What follows belongs to an exercise in optimizing a design on an open flow for small area, a short achievable clock period and few clock cycles per item; a production flow would make more cautious choices.
Function was checked by simulation only, so behaviour that the tests miss may differ from the original.
Power and IR drop assume default switching activity.

// sensor_frame_deframer_smoother
module sensor_frame_deframer_smoother (
	input  wire logic         clk,
	input  wire logic         arst_n,
	input  wire logic         rx_valid,
	output logic              rx_ready,
	input  wire logic [7:0]   rx_byte,
	output logic              result_valid,
	input  wire logic         result_ready,
	output logic [28:0]       encoder_angle_avg,
	output logic [31:0]       wind_speed_avg,
	output logic [31:0]       wind_angle_avg,
	output logic [15:0]       raw_count,
	output logic              float_saturated,
	input  wire logic         cfg_we,
	input  wire logic [16:0]  cfg_wdata
);
==> flow/config.mk <==
export PLATFORM = sky130hd
export DESIGN_NAME = sensor_frame_deframer_smoother
export DESIGN_NICKNAME = sensor_frame_deframer_smoother
export VERILOG_FILES = /design/flow/design.v
export SDC_FILE = /design/flow/constraint.sdc
export NUM_CORES = 4
export LEC_CHECK = 0
export CAP_MARGIN = 20
export CORE_MARGIN = 2
export CORE_UTILIZATION = 40
export PLACE_DENSITY = 0.6
export SETUP_SLACK_MARGIN = 5
export SLEW_MARGIN = 20
==> flow/constraint.sdc <==
create_clock -name core_clock -period 11.0 [get_ports {clk}]
set_input_delay 2.2000 -clock core_clock [delete_from_list [all_inputs] [get_ports {clk}]]
set_output_delay 2.2000 -clock core_clock [all_outputs]
set_load 0.01 [all_outputs]
run.sh (not shown) runs the stock make flow with config.mk's settings and CLKGATE_MAP_FILE= SYNTH_SCRIPT=/design/flow/synth_recipe.tcl, a recipe that flattens the netlist after the stock synthesis.
Testbench counts at the start, summed over its fixed seeds: cycles 14,504, items 1,200.
==> next run, changes <==
--- a/flow/design.v
+++ b/flow/design.v
@@ -208,20 +208,16 @@
 		end
 	end
 	logic [16:0] g_q;
 	logic [31:0] p0_q;
 	logic [31:0] p1_q;
 	logic [31:0] p2_q;
 	logic        selx_q;
-	logic        sela_ang_q;
-	logic        sela_sub_q;
-	logic        sela_res_q;
-	logic        selb_ang_q;
-	logic        selb_sub_q;
-	logic        selb_res_q;
+	logic        sel_sub_q;
+	logic        sel_res_q;
 	logic [2:0]  ca_q;
 	logic [2:0]  cb_q;
 	logic [2:0]  cc_q;
 	logic [43:0] accs_q;
 	logic [43:0] accc_q;
 	logic        cin_q;
 	logic        negc_q;
@@ -267,28 +263,27 @@
 	assign ang_a1 = {4'd0, ({24'd0, d_q[21:0]} << 24) | {24'd0, d_q[21:0]}};
 	assign ang_a2 = {28'd0, d_q[21:0]} << 12;
 	assign ang_a3 = {~{p0_q[31], p0_q}, 17'h1_0000};
 	assign ang_s  = ang_a1 ^ ang_a2 ^ ang_a3;
 	assign ang_c  = ((ang_a1 & ang_a2) | (ang_a1 & ang_a3) | (ang_a2 & ang_a3)) << 1;
 	assign xin = selx_q ? xs_q : xd_q;
 	sfd_add #(.W(50)) u_add_ang (
-		.a    (({50{sela_ang_q}} & ang_s)
-		     | ({50{sela_sub_q}} & {xin[31], xin[31:0], 17'h1_FFFF})
-		     | ({50{sela_res_q}} & {1'b0, accs_q[31:0], 17'h1_FFFF})),
-		.b    (({50{selb_ang_q}} & ang_c)
-		     | ({50{selb_sub_q}} & {~{p1_q[31], p1_q}, 16'd0, xin[32]})
-		     | ({50{selb_res_q}} & {1'b0, accc_q[31:0], 16'd0, cin_q})),
+		.a    (({50{ph0}} & ang_s)
+		     | ({50{sel_sub_q}} & {xin[31], xin[31:0], 17'h1_FFFF})
+		     | ({50{sel_res_q}} & {1'b0, accs_q[31:0], 17'h1_FFFF})),
+		.b    (({50{ph0}} & ang_c)
+		     | ({50{sel_sub_q}} & {~{p1_q[31], p1_q}, 16'd0, xin[32]})
+		     | ({50{sel_res_q}} & {1'b0, accc_q[31:0], 16'd0, cin_q})),
 		.cin  (1'b0),
 		.s    (ang_t),
 		.cout (ang_co)
 	);
 	always_ff @(posedge clk) begin
-		selb_ang_q <= snapped_n && !valid_n && !run_n;
-		selb_sub_q <= ph_q[2] | ph_q[5];
-		selb_res_q <= ph_q[3] | ph_q[6] | ph_q[9];
+		sel_sub_q <= ph_q[2] | ph_q[5];
+		sel_res_q <= ph_q[3] | ph_q[6] | ph_q[9];
 		if (ph_q[2]) begin
 			selx_q <= 1'b1;
 		end else if (ph_q[5]) begin
 			selx_q <= 1'b0;
 		end
 		if (step0) begin
 			ca_q <= bw[3]; cb_q <= bw[4]; cc_q <= bw[5];
@@ -333,30 +328,24 @@
 	end
 	always_ff @(posedge clk or negedge arst_n) begin
 		if (!arst_n) begin
 			g_q       <= FACTOR_RESET;
 			valid_q   <= 1'b0;
 			snapped_q <= 1'b0;
 			ph0_q     <= 1'b0;
-			sela_ang_q <= 1'b0;
-			sela_sub_q <= 1'b0;
-			sela_res_q <= 1'b0;
 			ph_q      <= '0;
 			p0_q      <= '0;
 			p1_q      <= '0;
 			p2_q      <= '0;
 		end else begin
 			if (cfg_we) begin
 				g_q <= (cfg_wdata > FACTOR_ONE) ? FACTOR_ONE : cfg_wdata;
 			end
 			snapped_q <= snapped_n;
 			ph0_q     <= snapped_n && !valid_n && !run_n;
-			sela_ang_q <= snapped_n && !valid_n && !run_n;
-			sela_sub_q <= ph_q[2] | ph_q[5];
-			sela_res_q <= ph_q[3] | ph_q[6] | ph_q[9];
 			ph_q <= {ph_q[9:1], ph0};
 			valid_q <= valid_n;
 			if (step2) begin
 				p0_q <= p1_q;
 				p1_q <= p2_q;
 			end
 			if (ph_q[4] || ph_q[7] || ph_q[10]) begin
Result: Wire length went down slightly; final area went up slightly; maximum frequency went up by a little under a tenth; first-iteration DRC count went down slightly; worst setup slack improved by 350 ps; via count went down slightly; core utilization went down by 0.36 points; non-clock buffer count went up by 2; total power went up slightly; area after synthesis went up slightly; global-route usage went down by 0.50 points.
Testbench counts after the change, summed over its fixed seeds: cycles 14,504, items 1,200.


Setup of the reference run:
The RTL this note starts from:
==> flow/design.v <==
`default_nettype none
package sfd_pkg;
	localparam logic [7:0] BYTE_START = 8'h41;
	localparam logic [7:0] BYTE_END   = 8'h40;
	localparam logic [16:0] FACTOR_RESET = 17'd19661;
	localparam logic [16:0] FACTOR_ONE   = 17'd65536;
endpackage
`default_nettype wire
`default_nettype none
module sfd_add #(
	parameter int W = 32
) (
	input  wire logic [W-1:0] a,
	input  wire logic [W-1:0] b,
	input  wire logic         cin,
	output logic [W-1:0]      s,
	output logic              cout
);
	localparam int L = $clog2(W);
	logic [W-1:0] p;
	logic [W-1:0] gg [L+1];
	logic [W-1:0] pp [L+1];
	logic [W:0]   c;
	assign p     = a ^ b;
	assign gg[0] = (a & b) | {{(W-1){1'b0}}, p[0] & cin};
	assign pp[0] = p;
	for (genvar l = 0; l < L; l++) begin : g_lvl
		for (genvar i = 0; i < W; i++) begin : g_bit
			if (((i >> l) & 1) == 1) begin : g_op
				localparam int J = ((i >> l) << l) - 1;
				assign gg[l+1][i] = gg[l][i] | (pp[l][i] & gg[l][J]);
				assign pp[l+1][i] = pp[l][i] & pp[l][J];
			end else begin : g_pass
				assign gg[l+1][i] = gg[l][i];
				assign pp[l+1][i] = pp[l][i];
			end
		end
	end
	assign c    = {gg[L], cin};
	assign s    = p ^ c[W-1:0];
	assign cout = c[W];
endmodule
`default_nettype wire
`default_nettype none
import sfd_pkg::*;
module sensor_frame_deframer_smoother (
	input  wire logic         clk,
	input  wire logic         arst_n,
	input  wire logic         rx_valid,
	output logic              rx_ready,
	input  wire logic [7:0]   rx_byte,
	output logic              result_valid,
	input  wire logic         result_ready,
	output logic [28:0]       encoder_angle_avg,
	output logic [31:0]       wind_speed_avg,
	output logic [31:0]       wind_angle_avg,
	output logic [15:0]       raw_count,
	output logic              float_saturated,
	input  wire logic         cfg_we,
	input  wire logic [16:0]  cfg_wdata
);
	function automatic logic [33:0] to_q16(input logic [31:0] bits);
		logic        s;
		logic [7:0]  e;
		logic [62:0] y;
		logic [31:0] mag;
		logic        inr;
		logic        big;
		logic [31:0] v;
		logic        sat;
		begin
			s   = bits[31];
			e   = bits[30:23];
			y   = {31'd0, 1'b1, bits[22:0], 8'b0} << e[4:0];
			mag = e[7] ? y[45:14] : {15'd0, y[62:46]};
			inr = (e >= 8'd111) && (e <= 8'd141);
			big = (e >= 8'd142);
			sat = big && !(s && (e == 8'd142) && (bits[22:0] == 23'd0));
			if (inr) begin
				v = s ? ~mag : mag;
			end else if (big && !((e == 8'hFF) && (bits[22:0] != 23'd0))) begin
				v = s ? 32'h8000_0000 : 32'h7FFF_FFFF;
			end else begin
				v = 32'd0;
			end
			to_q16 = {sat, inr & s, v};
		end
	endfunction
	function automatic logic [2:0] booth(input logic b2, input logic b1, input logic b0);
		booth = {b2 & !(b1 & b0), (b2 & !b1 & !b0) | (!b2 & b1 & b0), b1 ^ b0};
	endfunction
	function automatic logic [34:0] brow(input logic [2:0] c, input logic [32:0] x);
		logic [34:0] m;
		begin
			m = c[0] ? {{2{x[32]}}, x} : (c[1] ? {x[32], x, 1'b0} : 35'd0);
			brow = m ^ {35{c[2]}};
		end
	endfunction
	logic [7:0]  hist_q [11];
	logic [3:0]  fill_q;
	logic        start_q;
	logic        pend_q;
	logic        snapped_q;
	logic        valid_q;
	logic [10:1] ph_q;
	logic        run;
	logic        xfer;
	logic        snap;
	logic        ph0;
	logic        ph0_q;
	logic        valid_n;
	logic        run_n;
	logic        rdy_q;
	logic        snap_q;
	logic        pend_n;
	logic        snapped_n;
	logic        busy_n;
	assign run       = |ph_q;
	assign rx_ready  = rdy_q;
	assign xfer      = rx_valid && rdy_q;
	assign snap      = snap_q;
	assign ph0       = ph0_q;
	assign valid_n   = ph_q[10] || (valid_q && !result_ready);
	assign run_n     = ph0 || (|ph_q[9:1]);
	assign pend_n    = (xfer && start_q && (rx_byte == BYTE_END)) || (pend_q && !snap);
	assign snapped_n = snap || (snapped_q && !ph0);
	assign busy_n    = snapped_n || ph0 || (|ph_q[9:1]);
	always_ff @(posedge clk) begin
		if (xfer) begin
			hist_q[0] <= rx_byte;
			for (int i = 1; i < 11; i++) begin
				hist_q[i] <= hist_q[i-1];
			end
		end
	end
	always_ff @(posedge clk or negedge arst_n) begin
		if (!arst_n) begin
			fill_q  <= '0;
			start_q <= 1'b0;
			pend_q  <= 1'b0;
			rdy_q   <= 1'b1;
			snap_q  <= 1'b0;
		end else begin
			snap_q <= pend_n && !busy_n;
			rdy_q  <= !(pend_n && busy_n);
			if (xfer) begin
				if (fill_q != 4'd10) begin
					fill_q <= fill_q + 4'd1;
				end
				start_q <= (fill_q == 4'd10) && (hist_q[9] == BYTE_START);
			end
			pend_q <= pend_n;
		end
	end
	logic [32:0] d_q;
	logic [15:0] cnt_q;
	logic        sat_q;
	logic [15:0] cnt_out_q;
	logic        sat_out_q;
	logic [32:0] xs_q;
	logic [32:0] xd_q;
	logic        s1_q;
	logic        dsel0_q;
	logic        dsel1_q;
	logic [15:0] frame_cnt;
	logic [21:0] cnt45;
	logic [31:0] conv_in;
	logic [33:0] conv;
	assign frame_cnt = {hist_q[10], hist_q[9]};
	assign conv_in   = ({32{snap}} & {hist_q[8], hist_q[7], hist_q[6], hist_q[5]})
		| ({32{dsel1_q}} & {hist_q[5], hist_q[4], hist_q[3], hist_q[2]})
		| ({32{dsel0_q}} & {hist_q[4], hist_q[3], hist_q[2], hist_q[1]});
	assign conv      = to_q16(conv_in);
	logic [21:0] m45_s1;
	logic [21:0] m45_c1;
	logic [21:0] m45_s2;
	logic [21:0] m45_c2;
	logic        m45_co;
	assign m45_s1 = ({6'd0, frame_cnt} << 5) ^ ({6'd0, frame_cnt} << 3) ^ ({6'd0, frame_cnt} << 2);
	assign m45_c1 = ((({6'd0, frame_cnt} << 5) & ({6'd0, frame_cnt} << 3))
		| (({6'd0, frame_cnt} << 5) & ({6'd0, frame_cnt} << 2))
		| (({6'd0, frame_cnt} << 3) & ({6'd0, frame_cnt} << 2))) << 1;
	assign m45_s2 = m45_s1 ^ m45_c1 ^ {6'd0, frame_cnt};
	assign m45_c2 = ((m45_s1 & m45_c1) | (m45_s1 & {6'd0, frame_cnt})
		| (m45_c1 & {6'd0, frame_cnt})) << 1;
	sfd_add #(.W(22)) u_add45 (
		.a    (m45_s2),
		.b    (m45_c2),
		.cin  (1'b0),
		.s    (cnt45),
		.cout (m45_co)
	);
	always_ff @(posedge clk) begin
		s1_q    <= snap;
		dsel0_q <= snap && !xfer;
		dsel1_q <= snap && xfer;
		if (snap) begin
			cnt_q <= frame_cnt;
			sat_q <= conv[33];
			xs_q  <= conv[32:0];
		end else if (s1_q) begin
			sat_q <= sat_q | conv[33];
			xd_q  <= conv[32:0];
		end
		if (ph_q[10]) begin
			cnt_out_q <= cnt_q;
			sat_out_q <= sat_q;
		end
	end
	logic [16:0] g_q;
	logic [31:0] p0_q;
	logic [31:0] p1_q;
	logic [31:0] p2_q;
	logic        selx_q;
	logic [2:0]  ca_q;
	logic [2:0]  cb_q;
	logic [2:0]  cc_q;
	logic [43:0] accs_q;
	logic [43:0] accc_q;
	logic        cin_q;
	logic        negc_q;
	logic        ph_sub;
	logic        step0;
	logic        step1;
	logic        step2;
	logic [2:0]  bw [9];
	logic [49:0] ang_t;
	logic [32:0] xin;
	logic [34:0] row_a;
	logic [34:0] row_b;
	logic [34:0] row_c;
	logic [49:0] in0;
	logic [49:0] in1;
	logic [49:0] in2;
	logic [49:0] in3;
	logic [49:0] in4;
	logic [49:0] s1;
	logic [49:0] c1;
	logic [49:0] s2;
	logic [49:0] c2;
	logic [49:0] cs_s;
	logic [49:0] cs_c;
	logic [6:0]  low;
	logic [31:0] a_new;
	always_comb begin
		for (int j = 0; j < 8; j++) begin
			bw[j] = booth(g_q[2*j+1], g_q[2*j], (j == 0) ? 1'b0 : g_q[2*j-1]);
		end
		bw[8] = {2'b00, g_q[16] | g_q[15]};
	end
	assign ph_sub = ph_q[3] | ph_q[6];
	assign step0  = ph_q[1] | ph_q[4] | ph_q[7];
	assign step1  = ph_q[2] | ph_q[5] | ph_q[8];
	assign step2  = ph_q[3] | ph_q[6] | ph_q[9];
	logic [49:0] ang_a1;
	logic [49:0] ang_a2;
	logic [49:0] ang_a3;
	logic [49:0] ang_s;
	logic [49:0] ang_c;
	logic        ang_co;
	assign ang_a1 = {4'd0, ({24'd0, d_q[21:0]} << 24) | {24'd0, d_q[21:0]}};
	assign ang_a2 = {28'd0, d_q[21:0]} << 12;
	assign ang_a3 = {~{p0_q[31], p0_q}, 17'h1_0000};
	assign ang_s  = ang_a1 ^ ang_a2 ^ ang_a3;
	assign ang_c  = ((ang_a1 & ang_a2) | (ang_a1 & ang_a3) | (ang_a2 & ang_a3)) << 1;
	assign xin = selx_q ? xs_q : xd_q;
	sfd_add #(.W(50)) u_add_ang (
		.a    (ph0 ? ang_s : (ph_sub ? {xin[31], xin[31:0], 17'h1_FFFF}
		                            : {1'b0, accs_q[31:0], 17'h1_FFFF})),
		.b    (ph0 ? ang_c : (ph_sub ? {~{p1_q[31], p1_q}, 16'd0, xin[32]}
		                            : {1'b0, accc_q[31:0], 16'd0, cin_q})),
		.cin  (1'b0),
		.s    (ang_t),
		.cout (ang_co)
	);
	always_ff @(posedge clk) begin
		if (ph_q[2]) begin
			selx_q <= 1'b1;
		end else if (ph_q[5]) begin
			selx_q <= 1'b0;
		end
		if (step0) begin
			ca_q <= bw[3]; cb_q <= bw[4]; cc_q <= bw[5];
		end else if (step1) begin
			ca_q <= bw[6]; cb_q <= bw[7]; cc_q <= bw[8];
		end else begin
			ca_q <= bw[0]; cb_q <= bw[1]; cc_q <= bw[2];
		end
	end
	assign row_a = brow(ca_q, d_q);
	assign row_b = brow(cb_q, d_q);
	assign row_c = brow(cc_q, d_q);
	assign in0 = {11'd0, !row_a[34], row_a[34], row_a[34], row_a[33:0], 1'b0, cin_q & !step0};
	assign in1 = {10'd0, 1'b1, !row_b[34], row_b[33:0], 1'b0, ca_q[2], 1'b0, negc_q};
	assign in2 = {9'h1FF, !row_c[34], row_c[33:0], 1'b0, cb_q[2], 4'd0};
	assign in3 = step0 ? {p0_q, 18'd0} : {6'd0, accs_q};
	assign in4 = step0 ? {31'd0, g_q, 2'd0} : {6'd0, accc_q};
	assign s1   = in0 ^ in1 ^ in2;
	assign c1   = ((in0 & in1) | (in0 & in2) | (in1 & in2)) << 1;
	assign s2   = s1 ^ c1 ^ in3;
	assign c2   = ((s1 & c1) | (s1 & in3) | (c1 & in3)) << 1;
	assign cs_s = s2 ^ c2 ^ in4;
	assign cs_c = ((s2 & c2) | (s2 & in4) | (c2 & in4)) << 1;
	sfd_add #(.W(6)) u_add_low (
		.a    (cs_s[5:0]),
		.b    (cs_c[5:0]),
		.cin  (1'b0),
		.s    (low[5:0]),
		.cout (low[6])
	);
	assign a_new = ang_t[48:17];
	always_ff @(posedge clk) begin
		accs_q <= cs_s[49:6];
		accc_q <= cs_c[49:6];
		cin_q  <= low[6];
		negc_q <= cc_q[2];
		if (snap) begin
			d_q <= {11'd0, cnt45};
		end else if (ph0 || ph_sub) begin
			d_q <= ang_t[49:17];
		end
	end
	always_ff @(posedge clk or negedge arst_n) begin
		if (!arst_n) begin
			g_q       <= FACTOR_RESET;
			valid_q   <= 1'b0;
			snapped_q <= 1'b0;
			ph0_q     <= 1'b0;
			ph_q      <= '0;
			p0_q      <= '0;
			p1_q      <= '0;
			p2_q      <= '0;
		end else begin
			if (cfg_we) begin
				g_q <= (cfg_wdata > FACTOR_ONE) ? FACTOR_ONE : cfg_wdata;
			end
			snapped_q <= snapped_n;
			ph0_q     <= snapped_n && !valid_n && !run_n;
			ph_q <= {ph_q[9:1], ph0};
			valid_q <= valid_n;
			if (step2) begin
				p0_q <= p1_q;
				p1_q <= p2_q;
			end
			if (ph_q[4] || ph_q[7] || ph_q[10]) begin
				p2_q <= a_new;
			end
		end
	end
	assign result_valid      = valid_q;
	assign encoder_angle_avg = p0_q[28:0];
	assign wind_speed_avg    = p1_q;
	assign wind_angle_avg    = p2_q;
	assign raw_count         = cnt_out_q;
	assign float_saturated   = sat_out_q;
endmodule
`default_nettype wire
Settings: LEC_CHECK=0, CAP_MARGIN=20, CORE_MARGIN=2, CORE_UTILIZATION=40, PLACE_DENSITY=0.6, SETUP_SLACK_MARGIN=5, SLEW_MARGIN=20; clock period 11.0 ns.
Testbench counts of the reference run, summed over its fixed seeds: cycles 14,504, items 1,200.
> inputs changed (the reference run -> the trial run)
--- a/flow/design.v
+++ b/flow/design.v
@@ -154,4 +154,5 @@
 	end
 	logic [32:0] d_q;
+	logic [21:0] y_q;
 	logic [15:0] cnt_q;
 	logic        sat_q;
@@ -213,4 +214,6 @@
 	logic [31:0] p2_q;
 	logic        selx_q;
+	logic        sel_sub_q;
+	logic        sel_res_q;
 	logic [2:0]  ca_q;
 	logic [2:0]  cb_q;
@@ -259,6 +262,6 @@
 	logic [49:0] ang_c;
 	logic        ang_co;
-	assign ang_a1 = {4'd0, ({24'd0, d_q[21:0]} << 24) | {24'd0, d_q[21:0]}};
-	assign ang_a2 = {28'd0, d_q[21:0]} << 12;
+	assign ang_a1 = {4'd0, ({24'd0, y_q} << 24) | {24'd0, y_q}};
+	assign ang_a2 = {28'd0, y_q} << 12;
 	assign ang_a3 = {~{p0_q[31], p0_q}, 17'h1_0000};
 	assign ang_s  = ang_a1 ^ ang_a2 ^ ang_a3;
@@ -266,8 +269,10 @@
 	assign xin = selx_q ? xs_q : xd_q;
 	sfd_add #(.W(50)) u_add_ang (
-		.a    (ph0 ? ang_s : (ph_sub ? {xin[31], xin[31:0], 17'h1_FFFF}
-		                            : {1'b0, accs_q[31:0], 17'h1_FFFF})),
-		.b    (ph0 ? ang_c : (ph_sub ? {~{p1_q[31], p1_q}, 16'd0, xin[32]}
-		                            : {1'b0, accc_q[31:0], 16'd0, cin_q})),
+		.a    (({50{ph0}} & ang_s)
+		     | ({50{sel_sub_q}} & {xin[31], xin[31:0], 17'h1_FFFF})
+		     | ({50{sel_res_q}} & {1'b0, accs_q[31:0], 17'h1_FFFF})),
+		.b    (({50{ph0}} & ang_c)
+		     | ({50{sel_sub_q}} & {~{p1_q[31], p1_q}, 16'd0, xin[32]})
+		     | ({50{sel_res_q}} & {1'b0, accc_q[31:0], 16'd0, cin_q})),
 		.cin  (1'b0),
 		.s    (ang_t),
@@ -275,4 +280,6 @@
 	);
 	always_ff @(posedge clk) begin
+		sel_sub_q <= ph_q[2] | ph_q[5];
+		sel_res_q <= ph_q[3] | ph_q[6] | ph_q[9];
 		if (ph_q[2]) begin
 			selx_q <= 1'b1;
@@ -316,6 +323,7 @@
 		negc_q <= cc_q[2];
 		if (snap) begin
-			d_q <= {11'd0, cnt45};
-		end else if (ph0 || ph_sub) begin
+			y_q <= cnt45;
+		end
+		if (ph0 || ph_sub) begin
 			d_q <= ang_t[49:17];
 		end
On post-synth design cell area, the trial run and the reference run are basically level. Changes observed in the trial run relative to the reference run: detailed-router iteration count before antenna repair now sits lower, vias per cell shows an increase of about 0.45%, via total after detailed routing went down 695. The trial run finished all stages; the layout is clean. The reference run -> the trial run: overall routed net length decreased by a few percent. Count of clock-buffer cells in the layout of the trial run falls short of that of the reference run by a little under 10%. Relative to the reference run, share of flip-flops with an asynchronous set or reset has decreased by 1.3 points in the trial run. The trial run vs. the reference run: all-layer global routing usage decreased by 0.58 points relative to the old numbers, post-layout instance area closely matched the old numbers, final-stage net count decreased by 3.2% relative to the old numbers, minimum setup slack in the final design decreased by 0.48 ns relative to the old numbers, count of routing violations after the opening detailed-route iteration decreased by 23% relative to the old numbers. For the trial run, the start point of the critical path was sel_sub_q$_DFF_P_, unlike the reference run, where it was ph_q[3]$_DFF_PN0_. The trial run and the reference run ended up with nearly the same clock latency reported for the late side of the worst-skew pair.
Testbench counts of the trial run, summed over its fixed seeds: cycles 14,504, items 1,200.

separate check: timing with driven ports:
The results above use ideal ports. As a check the final layouts listed here were re-extracted and re-timed, cells and wires unchanged.
Step 1 sets driving cells, clkbuf_16 on the clock port and buf_2 on the other inputs (assumed; they add their load-dependent delay and slew).
Step 2 moves the port delays by t, midway between the first and last clock arrival at a register: inputs arrive t later, outputs are due t later. That takes back most of the time a late clock gives input paths.
Slacks: ideal / step 1 / step 2; pairs: ideal / step 1.
| run | t (ns) | setup WS [ns] | worst hold slack (ns) | worst register clock-pin slew, ns | pins driven straight from the clock port |
|---|---|---|---|---|---|
| the first run of note 1 | 0.655 | 6.398 / 6.398 / 6.398 | 0.400 / 0.400 / 0.400 | 0.07 / 0.07 | 1 |
| the second run of note 1 | 0.671 | 6.744 / 6.744 / 6.744 | 0.396 / 0.396 / 0.396 | 0.06 / 0.06 | 1 |
| the reference run | 0.682 | 6.502 / 6.502 / 6.502 | 0.389 / 0.389 / 0.389 | 0.07 / 0.07 | 1 |
| the trial run | 0.681 | 6.021 / 6.021 / 6.021 | 0.403 / 0.403 / 0.403 | 0.07 / 0.07 | 1 |
After both steps setup and hold are still met in every run listed.
